From an optimization exercise on the open Yosys and OpenROAD flow, aimed at small area, a short achievable clock period and few clock cycles per item; shortcuts taken in it are not production practice.
Power and IR drop assume default switching activity.

==> flow/design.v (excerpt) <==
module moving_baseline_spike_detector #(
    parameter int WINDOW     = 8,
    parameter int DAY_LENGTH = 1440
) (
    input  logic                             i_clk,
    input  logic                             i_rst_n,
    input  logic                             i_valid,
    output logic                             o_ready,
    input  logic [mbsd_pkg::COUNT_W-1:0]     i_error_count,
    input  logic                             i_start_of_day,
    output logic                             o_valid,
    input  logic                             i_ready,
    output logic                             o_decision_valid,
    output logic                             o_anomaly,
    output logic [mbsd_pkg::MINUTE_W-1:0]    o_minute_index,
    output logic [mbsd_pkg::BASE_W-1:0]      o_baseline_sum,
    output logic [mbsd_pkg::TOTAL_W-1:0]     o_anomaly_total,
    input  logic                             i_cfg_valid,
    output logic                             o_cfg_ready,
    input  logic [mbsd_pkg::CFG_IDX_W-1:0]   i_cfg_index,
    input  logic [mbsd_pkg::CFG_W-1:0]       i_cfg_data
);
For scale: about 370 flip-flops, roughly 26000 µm² of cells after synthesis.
Settings: LEC_CHECK=0, CAP_MARGIN=20, CORE_MARGIN=2, CORE_UTILIZATION=40, SLEW_MARGIN=20; clock period 10.0 ns.
run.sh (not shown) runs the stock make flow with config.mk's settings and CLKGATE_MAP_FILE= SYNTH_SCRIPT=/design/flow/synth_recipe.tcl, a recipe that flattens the netlist after the stock synthesis.
Rerun with:
Settings changed: ABC_CLOCK_PERIOD_IN_PS from default to 3000, SETUP_SLACK_MARGIN from default to 5.
After rerunning: Sequential power is about the same. Final area increases by 0.94%. Register-to-register slack gets better by 0.75 ns. Clock skew decreases by 0.029 ns. Cell count increases by 0.48%.
No functional check of the RTL was part of any run of this note.

---

moving_baseline_spike_detector, a different RTL version from the one above (not shown whole).
For scale: roughly 370 flip-flops, ~86 I/O pins, about 0.023 sq mm of cells after synthesis.
==> flow/config.mk <==
export PLATFORM = sky130hd
export DESIGN_NAME = moving_baseline_spike_detector
export DESIGN_NICKNAME = moving_baseline_spike_detector
export VERILOG_FILES = /design/flow/design.v
export SDC_FILE = /design/flow/constraint.sdc
export NUM_CORES = 4
export LEC_CHECK = 0
export ABC_CLOCK_PERIOD_IN_PS = 3000
export CAP_MARGIN = 20
export CORE_MARGIN = 2
export CORE_UTILIZATION = 40
export SETUP_SLACK_MARGIN = 5
export SLEW_MARGIN = 20
==> flow/constraint.sdc <==
create_clock -name core_clock -period 10.0 [get_ports {i_clk}]
set_input_delay 2.0000 -clock core_clock [delete_from_list [all_inputs] [get_ports {i_clk}]]
set_output_delay 2.0000 -clock core_clock [all_outputs]
set_load 0.01 [all_outputs]
The starting point passed the timing, design-rule and antenna checks.
==> next run, changes <==
==> flow/flow/run.sh (new file) <==
#!/bin/bash
# Standard ORFS layout (the standard.sh), with a larger setup-slack margin for
# timing repair so that repair keeps improving paths below the clock period.
set -euo pipefail
MARGIN=$(cat flow/margin.txt)
sed -e "s/SETUP_SLACK_MARGIN=[0-9.]*/SETUP_SLACK_MARGIN=${MARGIN}/" standard.sh > standard_margin.sh
grep -q "SETUP_SLACK_MARGIN=${MARGIN}" standard_margin.sh
bash standard_margin.sh > make_flow.log 2>&1
==> flow/flow/margin.txt (new file) <==
6.8
==> flow/standard.sh (new file) <==
#!/bin/bash
# synth_recipe.tcl (not shown) runs the flow's synth.tcl, then flattens the netlist and writes it again
# the make line also repeats each setting of config.mk as NAME=value (left out here)
make -C /OpenROAD-flow-scripts/flow DESIGN_CONFIG=/design/flow/config.mk WORK_HOME=/design/flow/orfs CLKGATE_MAP_FILE= SYNTH_SCRIPT=/design/flow/synth_recipe.tcl "${@:-finish}"
removed: flow/run.sh
=> The changed run went through all stages and came out clean. Final cell count is higher by 6.5%. Cell area came out higher by 15%. First-iteration DRC count increases by 53%. Via count is higher by 8.9%. Core utilization rises by 6.8 points. Worst hold slack gets worse by 0.0047 ns. Flip-flop and latch count is unchanged. Area after synthesis stays the same. Die area is unchanged.
Function was not checked in any run of this note: the RTL went through the layout flow alone.

---

Setup of v6:
Another version of the RTL of moving_baseline_spike_detector (not shown whole).
Size in the first run: ~2000 cells after synthesis, ~380 flip-flops.
## moving_baseline_spike_detector
module moving_baseline_spike_detector #(
    parameter int WINDOW     = 8,
    parameter int DAY_LENGTH = 1440
) (
    input  logic                             i_clk,
    input  logic                             i_rst_n,
    input  logic                             i_valid,
    output logic                             o_ready,
    input  logic [mbsd_pkg::COUNT_W-1:0]     i_error_count,
    input  logic                             i_start_of_day,
    output logic                             o_valid,
    input  logic                             i_ready,
    output logic                             o_decision_valid,
    output logic                             o_anomaly,
    output logic [mbsd_pkg::MINUTE_W-1:0]    o_minute_index,
    output logic [mbsd_pkg::BASE_W-1:0]      o_baseline_sum,
    output logic [mbsd_pkg::TOTAL_W-1:0]     o_anomaly_total,
    input  logic                             i_cfg_valid,
    output logic                             o_cfg_ready,
    input  logic [mbsd_pkg::CFG_IDX_W-1:0]   i_cfg_index,
    input  logic [mbsd_pkg::CFG_W-1:0]       i_cfg_data
);
    localparam int COUNT_W = mbsd_pkg::COUNT_W;
    localparam int TOTAL_W = mbsd_pkg::TOTAL_W;
    localparam int SUM_W   = 19;
    localparam int MC_W    = 11;
    logic [15:0] r_thr;
    logic [23:0] r_mult_digits;
    logic [7:0]  r_mult_one;
    logic [7:0]  r_mult_two;
    logic [7:0]  r_mult_neg;
    assign {r_mult_one, r_mult_two, r_mult_neg} = r_mult_digits;
    function automatic logic [23:0] booth_digits(input logic [15:0] m);
        logic [16:0] mx;
        logic [7:0]  one;
        logic [7:0]  two;
        logic [7:0]  neg;
        mx = {m, 1'b0};
        for (int i = 0; i < 8; i++) begin
            one[i] = mx[2*i+1] ^ mx[2*i];
  ...
clock: 10.0 ns
lec_check: 0
abc_area: 1
cap_margin: 20
core_margin: 2
core_utilization: 40
setup_slack_margin: 5
slew_margin: 20
standard.sh (not shown) runs the stock make flow with config.mk's settings and CLKGATE_MAP_FILE= SYNTH_SCRIPT=/design/flow/synth_recipe.tcl, a recipe that flattens the netlist after the stock synthesis.
==> flow/flow/run.sh <==
#!/bin/bash
# Standard ORFS layout (the standard.sh) with two changes to how the layout
# is made:
#  - timing repair aims for a larger setup-slack margin (flow/margin.txt), so it
#    keeps improving paths below the clock period;
#  - the port buffers that global placement inserts are plain buffers
#    (flow/port_buffer.txt) instead of the delay cell ORFS picks by default.
# The whole make output goes to make_flow.log; ORFS's per-step logs stay in
# orfs/logs.
set -euo pipefail
MARGIN=$(cat flow/margin.txt)
PORTBUF=$(cat flow/port_buffer.txt)
sed -e "s/SETUP_SLACK_MARGIN=[0-9.]*/SETUP_SLACK_MARGIN=${MARGIN}/" standard.sh > standard_margin.sh
grep -q "SETUP_SLACK_MARGIN=${MARGIN}" standard_margin.sh
bash standard_margin.sh "BUFFER_PORTS_ARGS=-buffer_cell ${PORTBUF}" finish > make_flow.log 2>&1
==> flow/flow/margin.txt <==
6.8
==> flow/flow/port_buffer.txt <==
sky130_fd_sc_hd__buf_2
Inputs modified between v6 and v7:
- CTS_BUF_LIST: unset -> sky130_fd_sc_hd__clkbuf_8
- CTS_CLUSTER_SIZE: unset -> 30
[summary]
Per the final summary, v6 finished and its layout is clean on timing, DRC and antenna.
Both conditions hold for v7: the flow ran to the end and the final layout passed the timing, design-rule and antenna checks.
Relative to v6, fraction of power consumed by combinational cells has increased by 0.9 points in v7.
Final cell area: v7 above v6
As far as total global-route track usage is concerned, v6 and v7 perform about the same.
No functional check of the RTL was part of any run of this note.

## static timing again, ports no longer ideal
The flow's constraints put no driver on any port. The routed layouts listed below were extracted and timed again, unchanged, in two steps.
Step 1, drivers: a clkbuf_16 drives i_clk and a buf_2 each remaining input, both assumed.
Step 2 also shifts input and output timing later by t, the mid clock arrival at the registers, as if the neighbouring blocks saw the same clock.
Slacks: ideal ports / drivers / drivers and shift; pairs: ideal ports / drivers.
run	t (ns)	setup WS [ns]	pins driven straight from the clock port
the first run of note 1	0.634	4.429 / 4.429 / 4.429	1
the second run of note 1	0.644	5.178 / 5.178 / 4.718	1
the first run of note 2	0.627	5.256 / 5.256 / 5.254	1
the second run of note 2	0.628	6.156 / 6.156 / 6.156	1
v6	0.612	6.418 / 6.418 / 6.316	1
v7	0.692	6.369 / 6.369 / 6.272	1
After both steps setup and hold are still met in every run listed. For the second run of note 1, which loses most, drivers alone change the setup slack by 0.000 ns; drivers and shift together by -0.460 ns.
